This design comes from an exercise in tuning for small area, a short achievable clock period and few clock cycles per item on the open sky130 flow, not from production work. Only simulation tests tie the RTL to the original design; equivalence was not proved. No activity file was given, so power comes from the tool's default toggle rates.

==> 12-26 <==
==> flow/design.v <==
package rv_pkg;
    typedef logic [32-1:0]   word_t;
    typedef logic [5-1:0] reg_addr_t;
    typedef enum logic [3:0] {
        ALU_ADD    = 4'd0,
        ALU_SUB    = 4'd1,
        ALU_SLL    = 4'd2,
        ALU_SLT    = 4'd3,
        ALU_SLTU   = 4'd4,
        ALU_XOR    = 4'd5,
        ALU_SRL    = 4'd6,
        ALU_SRA    = 4'd7,
        ALU_OR     = 4'd8,
        ALU_AND    = 4'd9,
        ALU_PASS_B = 4'd10
    } alu_op_e;
    typedef struct packed {
        alu_op_e   alu_op;
        word_t     operand_a;
        word_t     operand_b;
        reg_addr_t rd;
        logic      wen;
    } dec_pkt_t;
    typedef struct packed {
        reg_addr_t rd;
        word_t     data;
        logic      wen;
    } wb_pkt_t;
endpackage
`timescale 1ns/1ps
module regfile (
    input  logic        clk,
    input  logic        clr,
    input  logic [4:0]  rs1_addr,
    input  logic [4:0]  rs2_addr,
    input  logic [11:0] rs1_pre,    
    input  logic [11:0] rs2_pre,
    output logic [31:0] rs1_data,
    output logic [31:0] rs2_data,
    input  logic        wen,
    input  logic [4:0]  wd_addr,
    input  logic [31:1] wd_sel,     
    input  logic [31:0] wd_data
);
    logic [31:0] regs [1:31];
    logic [31:0] wd;
    logic [31:1] we;
    logic        hit1, hit2;
    assign wd = clr ? 32'd0 : wd_data;
    for (genvar i = 1; i < 32; i++) begin : g_reg
        assign we[i] = clr || wd_sel[i];
        always_ff @(posedge clk) begin
            if (we[i]) regs[i] <= wd;
        end
    end
    assign hit1 = wen && (wd_addr == rs1_addr);
    assign hit2 = wen && (wd_addr == rs2_addr);
    always_comb begin
        rs1_data = {32{hit1}} & wd_data;
        rs2_data = {32{hit2}} & wd_data;
        for (int i = 1; i < 32; i++) begin
            rs1_data = rs1_data | ({32{rs1_pre[8 + i/8] && rs1_pre[i%8] && !wd_sel[i]}} & regs[i]);
            rs2_data = rs2_data | ({32{rs2_pre[8 + i/8] && rs2_pre[i%8] && !wd_sel[i]}} & regs[i]);
        end
    end
endmodule
`timescale 1ns/1ps
module execute_stage (
    input  logic [31:0] a,
    input  logic [31:0] b,
    input  logic [3:0]  sh_lo,      
    input  logic [3:0]  sh_mid,     
    input  logic        sh_hi,      
    input  logic        sub,        
    input  logic        sra,        
    output logic [31:0] u_sum,
    output logic [31:0] u_shl,
    output logic [31:0] u_shr,
    output logic [31:0] u_xor,
    output logic [31:0] u_or,
    output logic [31:0] u_and,
    output logic        u_slt,
    output logic        u_sltu
);
    logic cout;
    logic [31:0] p, g, gk, pk, c;
    always_comb begin
        p  = a ^ b;
        g  = a & b;
        gk = g;
        pk = p;
        for (int k = 1; k < 32; k = k * 2) begin
            for (int i = 31; i >= k; i--) begin
                gk[i] = gk[i] | (pk[i] & gk[i-k]);
                pk[i] = pk[i] & pk[i-k];
            end
        end
        c = {gk[30:0] | (pk[30:0] & {31{sub}}), sub};
    end
    assign u_sum  = p ^ c;
    assign cout   = gk[31] | (pk[31] & sub);
    assign u_sltu = ~cout;
    assign u_slt  = a[31] ^ b[31] ^ cout;
    assign u_xor = p;
    assign u_or  = a | b;
    assign u_and = g;
    logic        fill;
    logic [31:0] r16, r4, l16, l4;
    assign fill = sra & a[31];
    always_comb begin
        for (int i = 0; i < 32; i++) begin
            r16[i] = sh_hi ? ((i + 16 < 32) ? a[(i+16)%32] : fill) : a[i];
            l16[i] = sh_hi ? ((i >= 16) ? a[(i+16)%32] : 1'b0) : a[i];
        end
        for (int i = 0; i < 32; i++) begin
            r4[i] = 1'b0;
            l4[i] = 1'b0;
            for (int j = 0; j < 4; j++) begin
                r4[i] = r4[i] | (sh_mid[j] & ((i + 4*j < 32) ? r16[(i+4*j)%32] : fill));
                l4[i] = l4[i] | (sh_mid[j] & ((i >= 4*j) ? l16[(i+32-4*j)%32] : 1'b0));
            end
        end
        for (int i = 0; i < 32; i++) begin
            u_shr[i] = 1'b0;
            u_shl[i] = 1'b0;
            for (int j = 0; j < 4; j++) begin
                u_shr[i] = u_shr[i] | (sh_lo[j] & ((i + j < 32) ? r4[(i+j)%32] : fill));
                u_shl[i] = u_shl[i] | (sh_lo[j] & ((i >= j) ? l4[(i+32-j)%32] : 1'b0));
            end
        end
    end
endmodule
`timescale 1ns/1ps
module rv_core_top (
    input  logic              clk,
    input  logic              arst_n,
    input  logic              instr_valid,
    output logic              instr_ready,
    input  rv_pkg::word_t     instr,
    output logic              retire_valid,
    input  logic              retire_ready,
    output rv_pkg::reg_addr_t retire_rd,
    output rv_pkg::word_t     retire_data
);
    localparam logic [6:0] OPC_OP     = 7'b0110011;
    localparam logic [6:0] OPC_OP_IMM = 7'b0010011;
    localparam logic [6:0] OPC_LUI    = 7'b0110111;
    logic        adv;
    logic        clr;
    logic        f_valid;
    logic [31:0] f_instr;
    logic [11:0] f_pre1, f_pre2;
    logic        r_valid;
    logic        r_wen;
    logic [4:0]  r_rd;
    logic [31:0] r_a;
    logic [31:0] r_b;
    logic [3:0]  r_sh_lo, r_sh_mid;
    logic        r_sh_hi;
    logic        r_sub, r_sra;
    logic        r_sel_add, r_sel_slt, r_sel_sltu, r_sel_sl, r_sel_sr;
    logic        r_sel_xor, r_sel_or, r_sel_and, r_sel_b;
    logic        o_valid;
    logic        o_wen;
    logic [4:0]  o_rd;
    logic [31:1] o_we;
    logic [31:0] o_data;
    assign adv         = !o_valid || retire_ready;
    assign instr_ready = adv;
    always_ff @(posedge clk or negedge arst_n) begin
        if (!arst_n) clr <= 1'b1;
        else         clr <= 1'b0;
    end
    always_ff @(posedge clk or negedge arst_n) begin
        if (!arst_n)  f_valid <= 1'b0;
        else if (adv) f_valid <= instr_valid;
    end
    always_ff @(posedge clk) begin
        if (adv) begin
            f_instr <= instr;
            for (int i = 0; i < 8; i++) begin
                f_pre1[i] <= (instr[17:15] == 3'(i));
                f_pre2[i] <= (instr[22:20] == 3'(i));
            end
            for (int i = 0; i < 4; i++) begin
                f_pre1[8+i] <= (instr[19:18] == 2'(i));
                f_pre2[8+i] <= (instr[24:23] == 2'(i));
            end
        end
    end
    logic [6:0]  opcode;
    logic [2:0]  funct3;
    logic [6:0]  funct7;
    logic [4:0]  rs1, rs2, rd;
    logic        is_op, is_imm, is_lui, f7_zero, f7_alt, legal;
    logic [31:0] v1, v2, a_n, b_n, a_early, b_early, b_other;
    logic        h2, fb_p, fb_n;
    logic [31:0] u_sum, u_shl, u_shr, u_xor, u_or, u_and;
    logic        u_slt, u_sltu;
    logic [4:0]  shamt_early, shamt_n;
    logic [3:0]  sh_lo_n, sh_mid_n;
    logic [31:0] result;
    logic        r_hit1, r_hit2;
    logic        use_rs2, sll_n, sub_n;
    logic        s_add, s_slt, s_sltu, s_sl, s_sr, s_xor, s_or, s_and, s_b;
    assign opcode  = f_instr[6:0];
    assign funct3  = f_instr[14:12];
    assign funct7  = f_instr[31:25];
    assign rd      = f_instr[11:7];
    assign rs1     = f_instr[19:15];
    assign rs2     = f_instr[24:20];
    assign is_op   = (opcode == OPC_OP);
    assign is_imm  = (opcode == OPC_OP_IMM);
    assign is_lui  = (opcode == OPC_LUI);
    assign f7_zero = (funct7 == 7'b0000000);
    assign f7_alt  = (funct7 == 7'b0100000);
    always_comb begin
        if (is_op)       legal = f7_zero || (f7_alt && (funct3 == 3'b000 || funct3 == 3'b101));
        else if (is_imm) legal = (funct3 == 3'b001) ? f7_zero :
                                 (funct3 == 3'b101) ? (f7_zero || f7_alt) : 1'b1;
        else             legal = is_lui;
    end
    regfile u_regfile (
        .clk      (clk),
        .clr      (clr),
        .rs1_addr (rs1),
        .rs2_addr (rs2),
        .rs1_pre  (f_pre1),
        .rs2_pre  (f_pre2),
        .rs1_data (v1),
        .rs2_data (v2),
        .wen      (o_valid && o_wen),
        .wd_addr  (o_rd),
        .wd_sel   (o_we),
        .wd_data  (o_data)
    );
    assign r_hit1 = r_valid && r_wen && (r_rd == rs1);
    assign r_hit2 = r_valid && r_wen && (r_rd == rs2);
    assign use_rs2 = f_instr[5] && !f_instr[2];                  
    assign sll_n   = (funct3 == 3'b001);
    assign sub_n   = !f_instr[2] && ((funct3 == 3'b010) || (funct3 == 3'b011) ||
                                   ((funct3 == 3'b000) && f_instr[5] && f_instr[30]));
    logic [8:0]  sel_q, sel_a, sel_bp;
    logic [31:0] res_a, res_bp;
    assign sel_q  = {r_sel_add, r_sel_sl, r_sel_sr, r_sel_xor, r_sel_or,
                     r_sel_and, r_sel_b, r_sel_slt, r_sel_sltu};
    assign h2     = use_rs2 && r_hit2;
    assign fb_p   = h2 && !sub_n;
    assign fb_n   = h2 && sub_n;
    assign sel_a  = sel_q & {9{r_hit1}};
    assign sel_bp = sel_q & {9{fb_p}};
    function automatic logic [31:0] pick(
        input logic [8:0]  s,
        input logic [31:0] sum, shl, shr, x, o, n, pb,
        input logic        lt, ltu
    );
        pick = ({32{s[8]}} & sum) | ({32{s[7]}} & shl) | ({32{s[6]}} & shr)
             | ({32{s[5]}} & x)   | ({32{s[4]}} & o)   | ({32{s[3]}} & n)
             | ({32{s[2]}} & pb)
             | {31'd0, (s[1] & lt) | (s[0] & ltu)};
    endfunction
    assign result = pick(sel_q,  u_sum, u_shl, u_shr, u_xor, u_or, u_and, r_b, u_slt, u_sltu);
    assign res_a  = pick(sel_a,  u_sum, u_shl, u_shr, u_xor, u_or, u_and, r_b, u_slt, u_sltu);
    assign res_bp = pick(sel_bp, u_sum, u_shl, u_shr, u_xor, u_or, u_and, r_b, u_slt, u_sltu);
    assign a_early = {32{!r_hit1}} & v1;
    assign a_n     = res_a | a_early;
    always_comb begin
        if (use_rs2)       b_other = v2;
        else if (f_instr[2]) b_other = {f_instr[31:12], 12'b0};
        else               b_other = {{20{f_instr[31]}}, f_instr[31:20]};
        b_early = {32{!h2}} & (b_other ^ {32{sub_n}});
        b_n     = res_bp | ({32{fb_n}} & ~result) | b_early;
    end
    assign shamt_early = use_rs2 ? v2[4:0] : f_instr[24:20];
    assign shamt_n     = h2 ? result[4:0] : shamt_early;
    always_comb begin
        for (int j = 0; j < 4; j++) begin
            sh_lo_n[j]  = (shamt_n[1:0] == 2'(j));
            sh_mid_n[j] = (shamt_n[3:2] == 2'(j));
        end
    end
    always_comb begin
        s_add  = 1'b0; s_slt = 1'b0; s_sltu = 1'b0; s_sl  = 1'b0; s_sr = 1'b0;
        s_xor  = 1'b0; s_or  = 1'b0; s_and  = 1'b0; s_b   = 1'b0;
        if (legal && is_lui) begin
            s_b = 1'b1;
        end else if (legal) begin
            case (funct3)
                3'b000:  s_add  = 1'b1;
                3'b001:  s_sl   = 1'b1;
                3'b010:  s_slt  = 1'b1;
                3'b011:  s_sltu = 1'b1;
                3'b100:  s_xor  = 1'b1;
                3'b101:  s_sr   = 1'b1;
                3'b110:  s_or   = 1'b1;
                default: s_and  = 1'b1;
            endcase
        end
    end
    always_ff @(posedge clk or negedge arst_n) begin
        if (!arst_n)  r_valid <= 1'b0;
        else if (adv) r_valid <= f_valid;
    end
    always_ff @(posedge clk) begin
        if (adv) begin
            r_wen      <= legal && (rd != 5'd0);
            r_rd       <= legal ? rd : 5'd0;
            r_a        <= a_n;
            r_b        <= b_n;
            r_sh_lo    <= sh_lo_n;
            r_sh_mid   <= sh_mid_n;
            r_sh_hi    <= shamt_n[4];
            r_sub      <= sub_n;
            r_sra      <= f_instr[30];
            r_sel_add  <= s_add;
            r_sel_slt  <= s_slt;
            r_sel_sltu <= s_sltu;
            r_sel_sl   <= s_sl;
            r_sel_sr   <= s_sr;
            r_sel_xor  <= s_xor;
            r_sel_or   <= s_or;
            r_sel_and  <= s_and;
            r_sel_b    <= s_b;
        end
    end
    execute_stage u_execute (
        .a      (r_a),
        .b      (r_b),
        .sh_lo  (r_sh_lo),
        .sh_mid (r_sh_mid),
        .sh_hi  (r_sh_hi),
        .sub    (r_sub),
        .sra    (r_sra),
        .u_sum  (u_sum),
        .u_shl  (u_shl),
        .u_shr  (u_shr),
        .u_xor  (u_xor),
        .u_or   (u_or),
        .u_and  (u_and),
        .u_slt  (u_slt),
        .u_sltu (u_sltu)
    );
    always_ff @(posedge clk or negedge arst_n) begin
        if (!arst_n)  o_valid <= 1'b0;
        else if (adv) o_valid <= r_valid;
    end
    always_ff @(posedge clk) begin
        if (adv) begin
            o_wen  <= r_wen;
            o_rd   <= r_rd;
            for (int i = 1; i < 32; i++) o_we[i] <= r_valid && r_wen && (r_rd == 5'(i));
            o_data <= result;
        end
    end
    assign retire_valid = o_valid;
    assign retire_rd    = o_rd;
    assign retire_data  = o_data;
endmodule
==> flow/run.sh <==
#!/bin/bash
# synth_recipe.tcl (not shown) runs the flow's synth.tcl, then flattens the netlist and writes it again
# the make line also repeats each setting of config.mk as NAME=value (left out here)
make -C /OpenROAD-flow-scripts/flow DESIGN_CONFIG=/design/flow/config.mk WORK_HOME=/design/flow/orfs CLKGATE_MAP_FILE= SYNTH_SCRIPT=/design/flow/synth_recipe.tcl finish
==> flow/config.mk <==
export PLATFORM = sky130hd
export DESIGN_NAME = rv_core_top
export DESIGN_NICKNAME = rv_core_top
export VERILOG_FILES = /design/flow/design.v
export SDC_FILE = /design/flow/constraint.sdc
export NUM_CORES = 4
export LEC_CHECK = 0
export CAP_MARGIN = 20
export CORE_MARGIN = 2
export CORE_UTILIZATION = 40
export SETUP_SLACK_MARGIN = 2.8
export SLEW_MARGIN = 20
==> flow/constraint.sdc <==
create_clock -name core_clock -period 6.0 [get_ports {clk}]
set_input_delay 1.2000 -clock core_clock [delete_from_list [all_inputs] [get_ports {clk}]]
set_output_delay 1.2000 -clock core_clock [all_outputs]
set_load 0.01 [all_outputs]
==> inputs of 10-11, as changes to 12-26 <==
--- a/flow/design.v
+++ b/flow/design.v
@@ -35,4 +35,4 @@
     input  logic [4:0]  rs2_addr,
-    input  logic [11:0] rs1_pre,    
-    input  logic [11:0] rs2_pre,
+    input  logic [31:1] rs1_sel,    
+    input  logic [31:1] rs2_sel,    
     output logic [31:0] rs1_data,
@@ -61,4 +61,4 @@
         for (int i = 1; i < 32; i++) begin
-            rs1_data = rs1_data | ({32{rs1_pre[8 + i/8] && rs1_pre[i%8] && !wd_sel[i]}} & regs[i]);
-            rs2_data = rs2_data | ({32{rs2_pre[8 + i/8] && rs2_pre[i%8] && !wd_sel[i]}} & regs[i]);
+            rs1_data = rs1_data | ({32{rs1_sel[i] && !wd_sel[i]}} & regs[i]);
+            rs2_data = rs2_data | ({32{rs2_sel[i] && !wd_sel[i]}} & regs[i]);
         end
@@ -151,3 +151,3 @@
     logic [31:0] f_instr;
-    logic [11:0] f_pre1, f_pre2;
+    logic [31:1] f_sel1, f_sel2;
     logic        r_valid;
@@ -180,9 +180,5 @@
             f_instr <= instr;
-            for (int i = 0; i < 8; i++) begin
-                f_pre1[i] <= (instr[17:15] == 3'(i));
-                f_pre2[i] <= (instr[22:20] == 3'(i));
-            end
-            for (int i = 0; i < 4; i++) begin
-                f_pre1[8+i] <= (instr[19:18] == 2'(i));
-                f_pre2[8+i] <= (instr[24:23] == 2'(i));
+            for (int i = 1; i < 32; i++) begin
+                f_sel1[i] <= (instr[19:15] == 5'(i));
+                f_sel2[i] <= (instr[24:20] == 5'(i));
             end
@@ -227,4 +223,4 @@
         .rs2_addr (rs2),
-        .rs1_pre  (f_pre1),
-        .rs2_pre  (f_pre2),
+        .rs1_sel  (f_sel1),
+        .rs2_sel  (f_sel2),
         .rs1_data (v1),
==> inputs of 11-04, as changes to 12-26 <==
--- a/flow/design.v
+++ b/flow/design.v
@@ -35,4 +35,4 @@
     input  logic [4:0]  rs2_addr,
-    input  logic [11:0] rs1_pre,    
-    input  logic [11:0] rs2_pre,
+    input  logic [31:1] rs1_sel,    
+    input  logic [31:1] rs2_sel,    
     output logic [31:0] rs1_data,
@@ -61,4 +61,4 @@
         for (int i = 1; i < 32; i++) begin
-            rs1_data = rs1_data | ({32{rs1_pre[8 + i/8] && rs1_pre[i%8] && !wd_sel[i]}} & regs[i]);
-            rs2_data = rs2_data | ({32{rs2_pre[8 + i/8] && rs2_pre[i%8] && !wd_sel[i]}} & regs[i]);
+            rs1_data = rs1_data | ({32{rs1_sel[i] && !wd_sel[i]}} & regs[i]);
+            rs2_data = rs2_data | ({32{rs2_sel[i] && !wd_sel[i]}} & regs[i]);
         end
@@ -151,3 +151,3 @@
     logic [31:0] f_instr;
-    logic [11:0] f_pre1, f_pre2;
+    logic [31:1] f_sel1, f_sel2;
     logic        r_valid;
@@ -180,9 +180,5 @@
             f_instr <= instr;
-            for (int i = 0; i < 8; i++) begin
-                f_pre1[i] <= (instr[17:15] == 3'(i));
-                f_pre2[i] <= (instr[22:20] == 3'(i));
-            end
-            for (int i = 0; i < 4; i++) begin
-                f_pre1[8+i] <= (instr[19:18] == 2'(i));
-                f_pre2[8+i] <= (instr[24:23] == 2'(i));
+            for (int i = 1; i < 32; i++) begin
+                f_sel1[i] <= (instr[19:15] == 5'(i));
+                f_sel2[i] <= (instr[24:20] == 5'(i));
             end
@@ -227,4 +223,4 @@
         .rs2_addr (rs2),
-        .rs1_pre  (f_pre1),
-        .rs2_pre  (f_pre2),
+        .rs1_sel  (f_sel1),
+        .rs2_sel  (f_sel2),
         .rs1_data (v1),
--- a/flow/config.mk
+++ b/flow/config.mk
@@ -9,3 +9,3 @@
 export CORE_MARGIN = 2
-export CORE_UTILIZATION = 40
+export CORE_UTILIZATION = 50
 export SETUP_SLACK_MARGIN = 2.8
==> summary.txt <==
Power and ir drop
  • Worst vdd ir: about 370 µV

CTS
  • Clock sink count: about 1200
  • CTS buffer count: 135

Status
  • Outcome: timing/DRC/antenna clean

Finish
  • Multi-input combinational area share: 30.34%
  • Non-clock buffer share: 6.064%

Global route
  • Largest net degree at the start of global routing: around 130

Setup path
  • Number of cells on the critical path: 7
[end of results for 11-04]
==> summary.txt <==
Finish
  • Multi-input combinational area share: between 30% and 40%
  • Non-clock buffer share: 6.034%

Power and ir drop
  • Worst vdd ir: 336.5 µV

Setup path
  • Number of cells on the critical path: 8

Status
  • Outcome: timing/DRC/antenna clean

CTS
  • CTS buffer count: 137

Global route
  • Largest net degree at the start of global routing: 148
[end of results for 10-11]
==> summary.txt <==
Status
  • Outcome: timing/DRC/antenna clean

Power and ir drop
  • Worst vdd ir: 349.9 µV

Finish
  • Non-clock buffer share: 6.437%

CTS
  • Clock sink count: around 1200
[end of results for 12-26]
Testbench counts of 12-26, summed over its fixed seeds: cycles 16,024, items 16,000.
Testbench counts of 10-11, summed over its fixed seeds: cycles 16,024, items 16,000.
Testbench counts of 11-04, summed over its fixed seeds: cycles 16,024, items 16,000.

re-timing with driven ports:
In the flow no input, the clock included, has a driving cell. The finished layouts below were timed again as built, in two steps. Step 1: set_driving_cell puts a clkbuf_16 on clk and a buf_2 on each other input, an assumption about the parent block. Step 2 also shifts input and output timing later by t, the mid clock arrival at the registers, as if the neighbouring blocks saw the same clock. Slacks: ideal / step 1 / step 2; pairs: ideal / step 1.
| run | t (ns) | setup WS [ns] | worst setup path after step 2 |
|---|---|---|---|
| 12-26 | 0.847 | 2.627 / 2.627 / 2.627 | register to register |
| 10-11 | 0.871 | 2.659 / 2.659 / 2.659 | register to register |
| 11-04 | 0.847 | 2.693 / 2.693 / 2.693 | register to register |
After both steps every run listed still meets setup and hold.
